What follows belongs to an exercise in optimizing a design on an open flow for small area; a production flow would make more cautious choices. At most, simulation tests tie the RTL to the original design; equivalence was not proved.

==> inputs of run B <==
==> flow/design.v <==
`default_nettype none
package game_pkg;
  localparam logic [2:0] START     = 3'd0;
  localparam logic [2:0] CLEAR     = 3'd1;
  localparam logic [2:0] PLAY      = 3'd2;
  localparam logic [2:0] GAME_OVER = 3'd3;
  localparam logic [2:0] WIN       = 3'd4;
  localparam logic [7:0] SCREEN_W = 8'd160;
  localparam logic [6:0] SCREEN_H = 7'd120;
  localparam logic [7:0] SHIP_W   = 8'd16;
  localparam logic [6:0] SHIP_H   = 7'd10;
  localparam logic [7:0] ENEMY_W  = 8'd16;
  localparam logic [6:0] ENEMY_H  = 7'd10;
  localparam logic [7:0] BULLET_W = 8'd4;
  localparam logic [6:0] BULLET_H = 7'd1;
  localparam logic [7:0] ENEMY_START_X = 8'd140;   
  localparam logic [7:0] BULLET_DX     = 8'd16;    
  localparam logic [6:0] BULLET_DY     = 7'd4;
  localparam logic [2:0] COL_BLACK  = 3'b000;
  localparam logic [2:0] COL_SHIP   = 3'b010;
  localparam logic [2:0] COL_ENEMY  = 3'b100;
  localparam logic [2:0] COL_BULLET = 3'b110;
  localparam logic [2:0] COL_LOSE   = 3'b101;
  localparam logic [2:0] COL_WIN    = 3'b011;
  localparam logic [6:0] LFSR_SEED = 7'h3f;   
endpackage
`default_nettype wire
`timescale 1ns/1ps
`default_nettype none
import game_pkg::*;
module shooter_top #(
  parameter int TICK_DIV   = 64,
  parameter int FIFO_DEPTH = 16
) (
  input  logic        CLOCK_50,
  input  logic        rst_n,
  input  logic        btn_left,
  input  logic        btn_right,
  input  logic        btn_up,
  input  logic        btn_down,
  input  logic        fire,
  input  logic        restart,
  input  logic        plot_ready,
  output logic        plot_valid,
  output logic [7:0]  plot_x,
  output logic [6:0]  plot_y,
  output logic [2:0]  plot_color,
  output logic [2:0]  game_state
);
  localparam int TW = (TICK_DIV > 1) ? $clog2(TICK_DIV) : 1;
  localparam int AW = (FIFO_DEPTH > 1) ? $clog2(FIFO_DEPTH) : 1;
  localparam logic [AW:0] FULL_CNT = (AW+1)'(FIFO_DEPTH);
  localparam logic [1:0] T_FILL = 2'd0;
  localparam logic [1:0] T_SHIP = 2'd1;
  localparam logic [1:0] T_ENEMY = 2'd2;
  localparam logic [1:0] T_BUL  = 2'd3;
  logic [TW-1:0] tick_cnt;
  logic          tick;
  logic          frame_go;
  logic [6:0]    lfsr;
  logic [6:0]    pending;
  logic [6:0]    first_box;
  logic          end_drawn;    
  logic [7:0]    ship_x, enemy_x, bul_x;
  logic [6:0]    ship_y, enemy_y, bul_y;
  logic          bul_act;
  logic [7:0]    cur_ship_x, cur_enemy_x;    
  logic [6:0]    cur_ship_y, cur_enemy_y;
  logic          cur_bul_act;
  logic [7:0]    ers_bul_x;
  logic [6:0]    ers_bul_y;
  logic          mv_l, mv_r, mv_u, mv_d;   
  logic [7:0]    nxt_ship_x, nxt_enemy_x, nxt_bul_x;
  logic [6:0]    nxt_ship_y, nxt_bul_y;
  logic          nxt_bul_act;
  logic [6:0]    spawn_y;
  logic          hit_lose, hit_win, draw_en;
  logic          inc_x, dec_x, inc_y, dec_y;
  logic [8:0]    dsx, dbx;
  logic [7:0]    dsy, dby;
  logic          play_go;
  assign tick     = (tick_cnt == TW'(TICK_DIV - 1));
  assign frame_go = tick && (pending == '0);
  assign play_go  = frame_go && (game_state == PLAY);
  always_comb
  begin
    logic seen;
    seen = 1'b0;
    for (int i = 0; i < 7; i++)
    begin
      first_box[i] = pending[i] && !seen;
      seen = seen || pending[i];
    end
  end
  assign spawn_y  = (lfsr <= SCREEN_H - ENEMY_H) ? lfsr : lfsr - 7'd32;
  assign fresh       = (kq0[3:2] == T_FILL);
  assign end_drawn   = (kq0[3:2] == T_FILL);
  assign cur_ship_x  = fresh ? '0 : ship_x;
  assign cur_ship_y  = fresh ? '0 : ship_y;
  assign cur_enemy_x = fresh ? ENEMY_START_X : enemy_x;
  assign cur_enemy_y = fresh ? spawn_y : enemy_y;
  assign cur_bul_act = !fresh && bul_act;
  assign inc_x = btn_right && (btn_left ? (cur_ship_x == '0) : (cur_ship_x < SCREEN_W - SHIP_W));
  assign dec_x = btn_left && (btn_right ? (cur_ship_x > SCREEN_W - SHIP_W) : (cur_ship_x != '0));
  assign inc_y = btn_up && !btn_down && (cur_ship_y < SCREEN_H - SHIP_H);
  assign dec_y = btn_down && (btn_up ? (cur_ship_y >= SCREEN_H - SHIP_H) : (cur_ship_y != '0));
  always_comb
  begin
    nxt_ship_x  = cur_ship_x + {{7{dec_x}}, dec_x || inc_x};
    nxt_ship_y  = cur_ship_y + {{6{dec_y}}, dec_y || inc_y};
    nxt_enemy_x = cur_enemy_x - 8'd1;
    nxt_bul_x   = bul_x;
    nxt_bul_y   = bul_y;
    nxt_bul_act = cur_bul_act;
    if (cur_bul_act)
    begin
      nxt_bul_x = bul_x + 8'd1;
      if ((bul_x >= SCREEN_W - BULLET_W - 8'd1) && (bul_x != 8'd255))
        nxt_bul_act = 1'b0;
    end
    if (fire && !nxt_bul_act)
    begin
      nxt_bul_x   = nxt_ship_x + BULLET_DX;
      nxt_bul_y   = nxt_ship_y + BULLET_DY;
      nxt_bul_act = 1'b1;
    end
    dsx = {1'b0, nxt_ship_x} - {1'b0, cur_enemy_x};
    dsy = {1'b0, nxt_ship_y} - {1'b0, cur_enemy_y};
    dbx = {1'b0, nxt_bul_x} - {1'b0, cur_enemy_x};
    dby = {1'b0, nxt_bul_y} - {1'b0, cur_enemy_y};
    hit_lose = ((dsx < 9'd15) || (dsx >= 9'd496)) && ((dsy < 8'd10) || (dsy > 8'd246)) ||
               (cur_enemy_x == 8'd1);
    hit_win  = nxt_bul_act && ((dbx < 9'd15) || (dbx >= 9'd508)) && (dby < 8'd10);
    draw_en  = !hit_lose && !hit_win;
  end
  logic          busy;        
  logic [3:0]    kq0, kq1, kq2;    
  logic          fresh;            
  logic [3:0]    req_kind;
  logic          accept, push, pop, load;
  logic [AW:0]   count;
  always_comb
  begin
    if (first_box[0])
      req_kind = {T_FILL, (game_state == WIN) ? 2'd2 : (game_state == GAME_OVER) ? 2'd1 : 2'd0};
    else if (first_box[1] || first_box[4])
      req_kind = {T_SHIP, first_box[4], first_box[4]};
    else if (first_box[2] || first_box[5])
      req_kind = {T_ENEMY, first_box[5], first_box[5]};
    else
      req_kind = {T_BUL, first_box[6], first_box[6]};
  end
  function automatic logic row_end(logic [1:0] t, logic [7:0] c);
    case (t)
      T_FILL:  row_end = (c == SCREEN_W - 8'd1);
      T_BUL:   row_end = (c == BULLET_W - 8'd1);
      default: row_end = (c == SHIP_W - 8'd1);
    endcase
  endfunction
  function automatic logic box_end(logic [1:0] t, logic [6:0] r);
    case (t)
      T_FILL:  box_end = (r == SCREEN_H - 7'd1);
      T_BUL:   box_end = (r == BULLET_H - 7'd1);
      default: box_end = (r == SHIP_H - 7'd1);
    endcase
  endfunction
  assign accept = (pending != '0) && !busy;
  assign push   = busy && (count != FULL_CNT);
  assign load   = !plot_valid || plot_ready;
  assign pop    = load && (count != '0);
  always_ff @(posedge CLOCK_50)
  begin
    if (accept)
    begin
      kq0 <= req_kind;
      kq1 <= kq0;
    end
    else if (play_go)
    begin
      if (kq0[3:2] != T_FILL) kq0[0] <= 1'b0;
      if (kq1[3:2] != T_FILL) kq1[0] <= 1'b0;
    end
  end
  logic [1:0]    ob;           
  logic          oend;         
  logic [7:0]    ocol;
  logic [6:0]    orow;
  logic [3:0]    ok;           
  logic [3:0]    nk;           
  logic          o_row_end, o_pre_end, nb_off;
  logic [7:0]    ox0;
  logic          ers_sh, kx_neg, kx_pos, ky_neg, ky_pos;
  logic [6:0]    oy0;
  logic          on_screen;
  assign kq2 = {T_ENEMY, kq1[1:0]};
  always_comb
  begin
    case (ob)
      2'd1:    ok = kq0;
      2'd2:    ok = kq1;
      default: ok = kq2;
    endcase
    nk = (ob == 2'd3) ? kq1 : kq0;
  end
  function automatic logic pre_end(logic [1:0] t, logic [7:0] c, logic [6:0] r);
    case (t)
      T_FILL:  pre_end = (c == SCREEN_W - 8'd2) && (r == SCREEN_H - 7'd1);
      T_BUL:   pre_end = (c == BULLET_W - 8'd2) && (r == BULLET_H - 7'd1);
      default: pre_end = (c == SHIP_W - 8'd2) && (r == SHIP_H - 7'd1);
    endcase
  endfunction
  assign o_row_end = row_end(ok[3:2], ocol);
  assign o_pre_end = pre_end(ok[3:2], ocol, orow);
  assign nb_off    = (nk[3:2] == T_BUL) && ((nk[0] ? bul_x : ers_bul_x) >= SCREEN_W);
  always_comb
  begin
    case (ok[3:2])
      T_FILL:  begin ox0 = '0; oy0 = '0; end
      T_SHIP:  begin ox0 = ship_x;                      oy0 = ship_y;                      end
      T_ENEMY: begin ox0 = enemy_x;                     oy0 = enemy_y;                     end
      default: begin ox0 = ok[0] ? bul_x  : ers_bul_x;  oy0 = ok[0] ? bul_y  : ers_bul_y;  end
    endcase
    if (ok[3:2] == T_FILL)
      plot_color = (ok[1:0] == 2'd2) ? COL_WIN : (ok[1:0] == 2'd1) ? COL_LOSE : COL_BLACK;
    else if (!ok[1])
      plot_color = COL_BLACK;
    else if (ok[3:2] == T_SHIP)
      plot_color = COL_SHIP;
    else if (ok[3:2] == T_ENEMY)
      plot_color = COL_ENEMY;
    else
      plot_color = COL_BULLET;
  end
  assign ers_sh = (ok[3:2] == T_SHIP) && !ok[0];
  assign kx_neg = ers_sh && mv_r;
  assign kx_pos = ers_sh && mv_l || (ok[3:2] == T_ENEMY) && !ok[0];
  assign ky_neg = ers_sh && mv_u;
  assign ky_pos = ers_sh && mv_d;
  assign plot_x = ox0 + ocol + {{7{kx_neg}}, kx_neg || kx_pos};
  assign plot_y = oy0 + orow + {{6{ky_neg}}, ky_neg || ky_pos};
  logic          o_near;
  logic [4:0]    o_rem;
  always_comb
  begin
    o_near = 1'b0;
    o_rem  = '0;
    if (oend)
      o_near = 1'b1;
    else
      case (ok[3:2])
        T_FILL:
          if ((orow == SCREEN_H - 7'd1) && (ocol >= SCREEN_W - 8'd17))
          begin
            o_near = 1'b1;
            o_rem  = ~ocol[4:0];   
          end
        T_BUL:
        begin
          o_near = 1'b1;
          o_rem  = {3'd0, ~ocol[1:0]};
        end
        default:
          if (orow == SHIP_H - 7'd1)
          begin
            o_near = 1'b1;
            o_rem  = {1'b0, ~ocol[3:0]};
          end
          else if ((orow == SHIP_H - 7'd2) && (ocol == SHIP_W - 8'd1))
          begin
            o_near = 1'b1;
            o_rem  = 5'd16;
          end
      endcase
    if (ob == 2'd1)
      busy = !o_near || (o_rem > count);
    else if ((ob == 2'd2) && (kq0[3:2] == T_BUL))
      busy = !o_near || ({1'b0, o_rem} + 6'd4 > {1'b0, count});
    else
      busy = 1'b1;
  end
  always_comb
  begin
    if (oend)
      on_screen = !nb_off;
    else if (o_row_end)
      on_screen = (plot_y < SCREEN_H - 7'd1) || (plot_y == 7'd127);
    else
      on_screen = ((plot_x < SCREEN_W - 8'd1) || (plot_x == 8'd255)) && (plot_y < SCREEN_H);
  end
  always_ff @(posedge CLOCK_50 or negedge rst_n)
  begin
    if (!rst_n)
    begin
      count <= '0;
      ob    <= 2'd1;
      oend  <= 1'b1;   
    end
    else
    begin
      if (push && !pop)
        count <= count + 1'b1;
      else if (pop && !push)
        count <= count - 1'b1;
      ob <= ob + 2'(accept) - 2'(pop && oend);
      if (pop)
        oend <= !oend && !o_row_end && o_pre_end;
    end
  end
  always_ff @(posedge CLOCK_50)
  begin
    if (pop)
    begin
      if (oend || o_row_end)
        ocol <= '0;
      else
        ocol <= ocol + 8'd1;
      if (oend)
        orow <= '0;
      else if (o_row_end)
        orow <= orow + 7'd1;
    end
  end
  always_ff @(posedge CLOCK_50 or negedge rst_n)
  begin
    if (!rst_n)
      plot_valid <= 1'b0;
    else if (load)
      plot_valid <= (count != '0) && on_screen;
  end
  always_ff @(posedge CLOCK_50 or negedge rst_n)
  begin
    if (!rst_n)
    begin
      tick_cnt   <= '0;
      lfsr       <= LFSR_SEED;
      pending    <= '0;
      game_state <= START;
    end
    else
    begin
      tick_cnt <= tick ? '0 : tick_cnt + 1'b1;
      if (tick && game_state == START)
        lfsr <= {lfsr[5:0], lfsr[4] ^ lfsr[1]};
      if (accept)
        pending <= pending & ~first_box;
      if (frame_go)
      begin
        case (game_state)
          START:
            if (btn_left || btn_right || btn_up || btn_down)
              game_state <= CLEAR;
          CLEAR:
          begin
            pending    <= 7'b0000001;   
            game_state <= PLAY;
          end
          PLAY:
          begin
            pending <= {draw_en && nxt_bul_act, draw_en, draw_en, cur_bul_act, 2'b11, 1'b0};
            if (hit_lose)
              game_state <= GAME_OVER;
            else if (hit_win)
              game_state <= WIN;
          end
          GAME_OVER, WIN:
            if (!end_drawn)
              pending <= 7'b0000001;   
            else if (restart)
              game_state <= START;
          default:
            game_state <= START;
        endcase
      end
    end
  end
  always_ff @(posedge CLOCK_50)
  begin
    if (play_go)
    begin
      ship_x      <= nxt_ship_x;
      ship_y      <= nxt_ship_y;
      enemy_x     <= nxt_enemy_x;
      enemy_y     <= cur_enemy_y;
      bul_x       <= nxt_bul_x;
      bul_y       <= nxt_bul_y;
      bul_act     <= nxt_bul_act;
      mv_l        <= dec_x;
      mv_r        <= inc_x;
      mv_u        <= inc_y;
      mv_d        <= dec_y;
      ers_bul_x   <= bul_x;
      ers_bul_y   <= bul_y;
    end
  end
endmodule
`default_nettype wire
==> flow/run.sh <==
#!/bin/bash
# synth_recipe.tcl (not shown) runs the flow's synth.tcl, then flattens the netlist and writes it again
# the make line also repeats each setting of config.mk as NAME=value (left out here)
make -C /OpenROAD-flow-scripts/flow DESIGN_CONFIG=/design/flow/config.mk WORK_HOME=/design/flow/orfs CLKGATE_MAP_FILE= SYNTH_SCRIPT=/design/flow/synth_recipe.tcl finish
==> flow/config.mk <==
export PLATFORM = sky130hd
export DESIGN_NAME = shooter_top
export DESIGN_NICKNAME = shooter_top
export VERILOG_FILES = /design/flow/design.v
export SDC_FILE = /design/flow/constraint.sdc
export NUM_CORES = 4
export LEC_CHECK = 0
export CAP_MARGIN = 20
export CORE_MARGIN = 2
export CORE_UTILIZATION = 60
export CTS_BUF_LIST = sky130_fd_sc_hd__clkbuf_4 sky130_fd_sc_hd__clkbuf_8
export PLACE_DENSITY = 0.7
export SLEW_MARGIN = 20
==> flow/constraint.sdc <==
create_clock -name core_clock -period 10.0 [get_ports {CLOCK_50}]
set_input_delay 2.0000 -clock core_clock [delete_from_list [all_inputs] [get_ports {CLOCK_50}]]
set_output_delay 2.0000 -clock core_clock [all_outputs]
set_load 0.01 [all_outputs]
==> inputs of run G, as changes to run B <==
==> flow/design.v, changed modules only <==
module shooter_top #(
  parameter int TICK_DIV   = 64,
  parameter int FIFO_DEPTH = 16
) (
  input  logic        CLOCK_50,
  input  logic        rst_n,
  input  logic        btn_left,
  input  logic        btn_right,
  input  logic        btn_up,
  input  logic        btn_down,
  input  logic        fire,
  input  logic        restart,
  input  logic        plot_ready,
  output logic        plot_valid,
  output logic [7:0]  plot_x,
  output logic [6:0]  plot_y,
  output logic [2:0]  plot_color,
  output logic [2:0]  game_state
);
  localparam int TW = (TICK_DIV > 1) ? $clog2(TICK_DIV) : 1;
  localparam int AW = (FIFO_DEPTH > 1) ? $clog2(FIFO_DEPTH) : 1;
  localparam logic [AW:0] FULL_CNT = (AW+1)'(FIFO_DEPTH);
  localparam logic [1:0] T_FILL = 2'd0;
  localparam logic [1:0] T_SHIP = 2'd1;
  localparam logic [1:0] T_ENEMY = 2'd2;
  localparam logic [1:0] T_BUL  = 2'd3;
  logic [TW-1:0] tick_cnt;
  logic          tick;
  logic          frame_go;
  logic [6:0]    lfsr;
  logic [6:0]    pending;
  logic [6:0]    first_box;
  logic          end_drawn;    
  logic [7:0]    ship_x, enemy_x, bul_x;
  logic [6:0]    ship_y, enemy_y, bul_y;
  logic          bul_act;
  logic [7:0]    cur_ship_x, cur_enemy_x;    
  logic [6:0]    cur_ship_y, cur_enemy_y;
  logic          cur_bul_act;
  logic [7:0]    ers_ship_x, ers_bul_x;
  logic [6:0]    ers_ship_y, ers_bul_y;
  logic [7:0]    nxt_ship_x, nxt_enemy_x, nxt_bul_x;
  logic [6:0]    nxt_ship_y, nxt_bul_y;
  logic          nxt_bul_act;
  logic [6:0]    spawn_y;
  logic          hit_lose, hit_win, draw_en;
  logic          inc_x, dec_x, inc_y, dec_y;
  logic [8:0]    dsx, dbx;
  logic [7:0]    dsy, dby;
  logic          play_go;
  assign tick     = (tick_cnt == TW'(TICK_DIV - 1));
  assign frame_go = tick && (pending == '0);
  assign play_go  = frame_go && (game_state == PLAY);
  always_comb
  begin
    logic seen;
    seen = 1'b0;
    for (int i = 0; i < 7; i++)
    begin
      first_box[i] = pending[i] && !seen;
      seen = seen || pending[i];
    end
  end
  assign spawn_y  = (lfsr <= SCREEN_H - ENEMY_H) ? lfsr : lfsr - 7'd32;
  assign fresh       = (kq0[3:2] == T_FILL);
  assign end_drawn   = (kq0[3:2] == T_FILL);
  assign cur_ship_x  = fresh ? '0 : ship_x;
  assign cur_ship_y  = fresh ? '0 : ship_y;
  assign cur_enemy_x = fresh ? ENEMY_START_X : enemy_x;
  assign cur_enemy_y = fresh ? spawn_y : enemy_y;
  assign cur_bul_act = !fresh && bul_act;
  assign inc_x = btn_right && (btn_left ? (cur_ship_x == '0) : (cur_ship_x < SCREEN_W - SHIP_W));
  assign dec_x = btn_left && (btn_right ? (cur_ship_x > SCREEN_W - SHIP_W) : (cur_ship_x != '0));
  assign inc_y = btn_up && !btn_down && (cur_ship_y < SCREEN_H - SHIP_H);
  assign dec_y = btn_down && (btn_up ? (cur_ship_y >= SCREEN_H - SHIP_H) : (cur_ship_y != '0));
  always_comb
  begin
    nxt_ship_x  = cur_ship_x + {{7{dec_x}}, dec_x || inc_x};
    nxt_ship_y  = cur_ship_y + {{6{dec_y}}, dec_y || inc_y};
    nxt_enemy_x = cur_enemy_x - 8'd1;
    nxt_bul_x   = bul_x;
    nxt_bul_y   = bul_y;
    nxt_bul_act = cur_bul_act;
    if (cur_bul_act)
    begin
      nxt_bul_x = bul_x + 8'd1;
      if ((bul_x >= SCREEN_W - BULLET_W - 8'd1) && (bul_x != 8'd255))
        nxt_bul_act = 1'b0;
    end
    if (fire && !nxt_bul_act)
    begin
      nxt_bul_x   = nxt_ship_x + BULLET_DX;
      nxt_bul_y   = nxt_ship_y + BULLET_DY;
      nxt_bul_act = 1'b1;
    end
    dsx = {1'b0, nxt_ship_x} - {1'b0, cur_enemy_x};
    dsy = {1'b0, nxt_ship_y} - {1'b0, cur_enemy_y};
    dbx = {1'b0, nxt_bul_x} - {1'b0, cur_enemy_x};
    dby = {1'b0, nxt_bul_y} - {1'b0, cur_enemy_y};
    hit_lose = ((dsx < 9'd15) || (dsx >= 9'd496)) && ((dsy < 8'd10) || (dsy > 8'd246)) ||
               (cur_enemy_x == 8'd1);
    hit_win  = nxt_bul_act && ((dbx < 9'd15) || (dbx >= 9'd508)) && (dby < 8'd10);
    draw_en  = !hit_lose && !hit_win;
  end
  logic          busy;
  logic [7:0]    wcol;
  logic [6:0]    wrow;
  logic [3:0]    kq0, kq1, kq2;    
  logic          fresh;            
  logic [3:0]    req_kind;
  logic          accept, push, pop, load;
  logic [AW:0]   count;
  always_comb
  begin
    if (first_box[0])
      req_kind = {T_FILL, (game_state == WIN) ? 2'd2 : (game_state == GAME_OVER) ? 2'd1 : 2'd0};
    else if (first_box[1] || first_box[4])
      req_kind = {T_SHIP, first_box[4], first_box[4]};
    else if (first_box[2] || first_box[5])
      req_kind = {T_ENEMY, first_box[5], first_box[5]};
    else
      req_kind = {T_BUL, first_box[6], first_box[6]};
  end
  function automatic logic row_end(logic [1:0] t, logic [7:0] c);
    case (t)
      T_FILL:  row_end = (c == SCREEN_W - 8'd1);
      T_BUL:   row_end = (c == BULLET_W - 8'd1);
      default: row_end = (c == SHIP_W - 8'd1);
    endcase
  endfunction
  function automatic logic box_end(logic [1:0] t, logic [6:0] r);
    case (t)
      T_FILL:  box_end = (r == SCREEN_H - 7'd1);
      T_BUL:   box_end = (r == BULLET_H - 7'd1);
      default: box_end = (r == SHIP_H - 7'd1);
    endcase
  endfunction
  function automatic logic w_row_end(logic [1:0] t, logic [7:0] c);
    case (t)
      T_FILL:  w_row_end = (c == 8'd45);    
      T_BUL:   w_row_end = (c == 8'd7);     
      default: w_row_end = (c == 8'd28);    
    endcase
  endfunction
  function automatic logic w_box_end(logic [1:0] t, logic [6:0] r);
    case (t)
      T_FILL:  w_box_end = (r == 7'd106);   
      T_BUL:   w_box_end = (r == 7'd0);     
      default: w_box_end = (r == 7'd123);   
    endcase
  endfunction
  assign accept = (pending != '0) && !busy;
  assign push   = busy && (count != FULL_CNT);
  assign load   = !plot_valid || plot_ready;
  assign pop    = load && (count != '0);
  always_ff @(posedge CLOCK_50 or negedge rst_n)
  begin
    if (!rst_n)
    begin
      busy <= 1'b0;
      wcol <= '0;
      wrow <= '0;
    end
    else if (accept)
    begin
      busy <= 1'b1;
      wcol <= '0;
      wrow <= '0;
    end
    else if (push)
    begin
      if (w_row_end(kq0[3:2], wcol))
      begin
        wcol <= '0;
        if (w_box_end(kq0[3:2], wrow))
          busy <= 1'b0;
        else
          wrow <= {wrow[5:0], !(wrow[6] ^ wrow[5])};
      end
      else
        wcol <= {wcol[6:0], !(wcol[7] ^ wcol[5] ^ wcol[4] ^ wcol[3])};
    end
  end
  always_ff @(posedge CLOCK_50)
  begin
    if (accept)
    begin
      kq0 <= req_kind;
      kq1 <= kq0;
    end
    else if (play_go)
    begin
      if (kq0[3:2] != T_FILL) kq0[0] <= 1'b0;
      if (kq1[3:2] != T_FILL) kq1[0] <= 1'b0;
    end
  end
  logic [1:0]    ob;           
  logic          oend;         
  logic [7:0]    ocol;
  logic [6:0]    orow;
  logic [3:0]    ok;           
  logic [3:0]    nk;           
  logic          o_row_end, o_pre_end, nb_off;
  logic [7:0]    ox0;
  logic [6:0]    oy0;
  logic          on_screen;
  assign kq2 = {T_ENEMY, kq1[1:0]};
  always_comb
  begin
    case (ob)
      2'd1:    ok = kq0;
      2'd2:    ok = kq1;
      default: ok = kq2;
    endcase
    nk = (ob == 2'd3) ? kq1 : kq0;
  end
  function automatic logic pre_end(logic [1:0] t, logic [7:0] c, logic [6:0] r);
    case (t)
      T_FILL:  pre_end = (c == SCREEN_W - 8'd2) && (r == SCREEN_H - 7'd1);
      T_BUL:   pre_end = (c == BULLET_W - 8'd2) && (r == BULLET_H - 7'd1);
      default: pre_end = (c == SHIP_W - 8'd2) && (r == SHIP_H - 7'd1);
    endcase
  endfunction
  assign o_row_end = row_end(ok[3:2], ocol);
  assign o_pre_end = pre_end(ok[3:2], ocol, orow);
  assign nb_off    = (nk[3:2] == T_BUL) && ((nk[0] ? bul_x : ers_bul_x) >= SCREEN_W);
  always_comb
  begin
    case (ok[3:2])
      T_FILL:  begin ox0 = '0; oy0 = '0; end
      T_SHIP:  begin ox0 = ok[0] ? ship_x : ers_ship_x; oy0 = ok[0] ? ship_y : ers_ship_y; end
      T_ENEMY: begin ox0 = enemy_x;                     oy0 = enemy_y;                     end
      default: begin ox0 = ok[0] ? bul_x  : ers_bul_x;  oy0 = ok[0] ? bul_y  : ers_bul_y;  end
    endcase
    if (ok[3:2] == T_FILL)
      plot_color = (ok[1:0] == 2'd2) ? COL_WIN : (ok[1:0] == 2'd1) ? COL_LOSE : COL_BLACK;
    else if (!ok[1])
      plot_color = COL_BLACK;
    else if (ok[3:2] == T_SHIP)
      plot_color = COL_SHIP;
    else if (ok[3:2] == T_ENEMY)
      plot_color = COL_ENEMY;
    else
      plot_color = COL_BULLET;
  end
  assign plot_x = ox0 + ocol + 8'((ok[3:2] == T_ENEMY) && !ok[0]);
  assign plot_y = oy0 + orow;
  always_comb
  begin
    if (oend)
      on_screen = !nb_off;
    else if (o_row_end)
      on_screen = (plot_y < SCREEN_H - 7'd1) || (plot_y == 7'd127);
    else
      on_screen = ((plot_x < SCREEN_W - 8'd1) || (plot_x == 8'd255)) && (plot_y < SCREEN_H);
  end
  always_ff @(posedge CLOCK_50 or negedge rst_n)
  begin
    if (!rst_n)
    begin
      count <= '0;
      ob    <= 2'd1;
      oend  <= 1'b1;   
    end
    else
    begin
      if (push && !pop)
        count <= count + 1'b1;
      else if (pop && !push)
        count <= count - 1'b1;
      ob <= ob + 2'(accept) - 2'(pop && oend);
      if (pop)
        oend <= !oend && !o_row_end && o_pre_end;
    end
  end
  always_ff @(posedge CLOCK_50)
  begin
    if (pop)
    begin
      if (oend || o_row_end)
        ocol <= '0;
      else
        ocol <= ocol + 8'd1;
      if (oend)
        orow <= '0;
      else if (o_row_end)
        orow <= orow + 7'd1;
    end
  end
  always_ff @(posedge CLOCK_50 or negedge rst_n)
  begin
    if (!rst_n)
      plot_valid <= 1'b0;
    else if (load)
      plot_valid <= (count != '0) && on_screen;
  end
  always_ff @(posedge CLOCK_50 or negedge rst_n)
  begin
    if (!rst_n)
    begin
      tick_cnt   <= '0;
      lfsr       <= LFSR_SEED;
      pending    <= '0;
      game_state <= START;
    end
    else
    begin
      tick_cnt <= tick ? '0 : tick_cnt + 1'b1;
      if (tick && game_state == START)
        lfsr <= {lfsr[5:0], lfsr[4] ^ lfsr[1]};
      if (accept)
        pending <= pending & ~first_box;
      if (frame_go)
      begin
        case (game_state)
          START:
            if (btn_left || btn_right || btn_up || btn_down)
              game_state <= CLEAR;
          CLEAR:
          begin
            pending    <= 7'b0000001;   
            game_state <= PLAY;
          end
          PLAY:
          begin
            pending <= {draw_en && nxt_bul_act, draw_en, draw_en, cur_bul_act, 2'b11, 1'b0};
            if (hit_lose)
              game_state <= GAME_OVER;
            else if (hit_win)
              game_state <= WIN;
          end
          GAME_OVER, WIN:
            if (!end_drawn)
              pending <= 7'b0000001;   
            else if (restart)
              game_state <= START;
          default:
            game_state <= START;
        endcase
      end
    end
  end
  always_ff @(posedge CLOCK_50)
  begin
    if (play_go)
    begin
      ship_x      <= nxt_ship_x;
      ship_y      <= nxt_ship_y;
      enemy_x     <= nxt_enemy_x;
      enemy_y     <= cur_enemy_y;
      bul_x       <= nxt_bul_x;
      bul_y       <= nxt_bul_y;
      bul_act     <= nxt_bul_act;
      ers_ship_x  <= cur_ship_x;
      ers_ship_y  <= cur_ship_y;
      ers_bul_x   <= bul_x;
      ers_bul_y   <= bul_y;
    end
  end
endmodule
Settings changed: CORE_UTILIZATION 60 to 40, CTS_BUF_LIST sky130_fd_sc_hd__clkbuf_4 sky130_fd_sc_hd__clkbuf_8 to not set, PLACE_DENSITY 0.7 to not set.
==> impl_metrics.yaml <==
status:
  status: "finished clean"
layout:
  n_all_inverters: 77
  multi_input_cells: 849
  finalNetCount: 1231
sta:
  skew_ns: 0.0132
logic_synthesis:
  synth-simple-area-share: 0.184
placement:
  routabilityCongestion: 0.824
cts:
  worstSkewPairLatency_ns: 0.43
worst_setup_path:
  r2r_start: "kq0[3]"
The numbers above come from run G.

==> impl_metrics.yaml <==
logic_synthesis:
  synth-simple-area-share: 0.166
  synth_compound_area_frac: 0.175
cts:
  worstSkewPairLatency_ns: 0.45
floorplan:
  initial_core_util: 0.610
placement:
  routabilityCongestion: 0.864
status:
  status: "finished clean"
layout:
  seq_cell_count: 120
  multi_input_cells: 771
  finalNetCount: 1165
  n_all_inverters: 98
worst_setup_path:
  r2r_start: "kq0[2]"
sta:
  period_needed_ns: 8.00
  skew_ns: 0.0125
The numbers above come from run B.

The RTL of run B was laid out without a check of its function.

## afterwards: timing with drivers on the ports
How much do the figures lean on ideal ports? The routed layouts below were timed once more, with nothing changed but the port constraints.
Step 1 assumes that a clkbuf_16 drives the clock port and a buf_2 every other input.
Step 2 also shifts input and output timing later by t, the mid clock arrival at the registers, as if the neighbouring blocks saw the same clock.
a / b / c = ideal ports / drivers / drivers and shift; a / b = the first two.
run	t, ns	slack for setup (ns)	worst setup path at the end
run B	0.479	2.002 / 1.967 / 2.303	input to register
run G	0.475	2.437 / 2.390 / 2.296	input to register
After both steps setup and hold are still met in every run listed. For run G, which loses most, drivers alone change the setup slack by -0.047 ns; drivers and shift together by -0.141 ns.
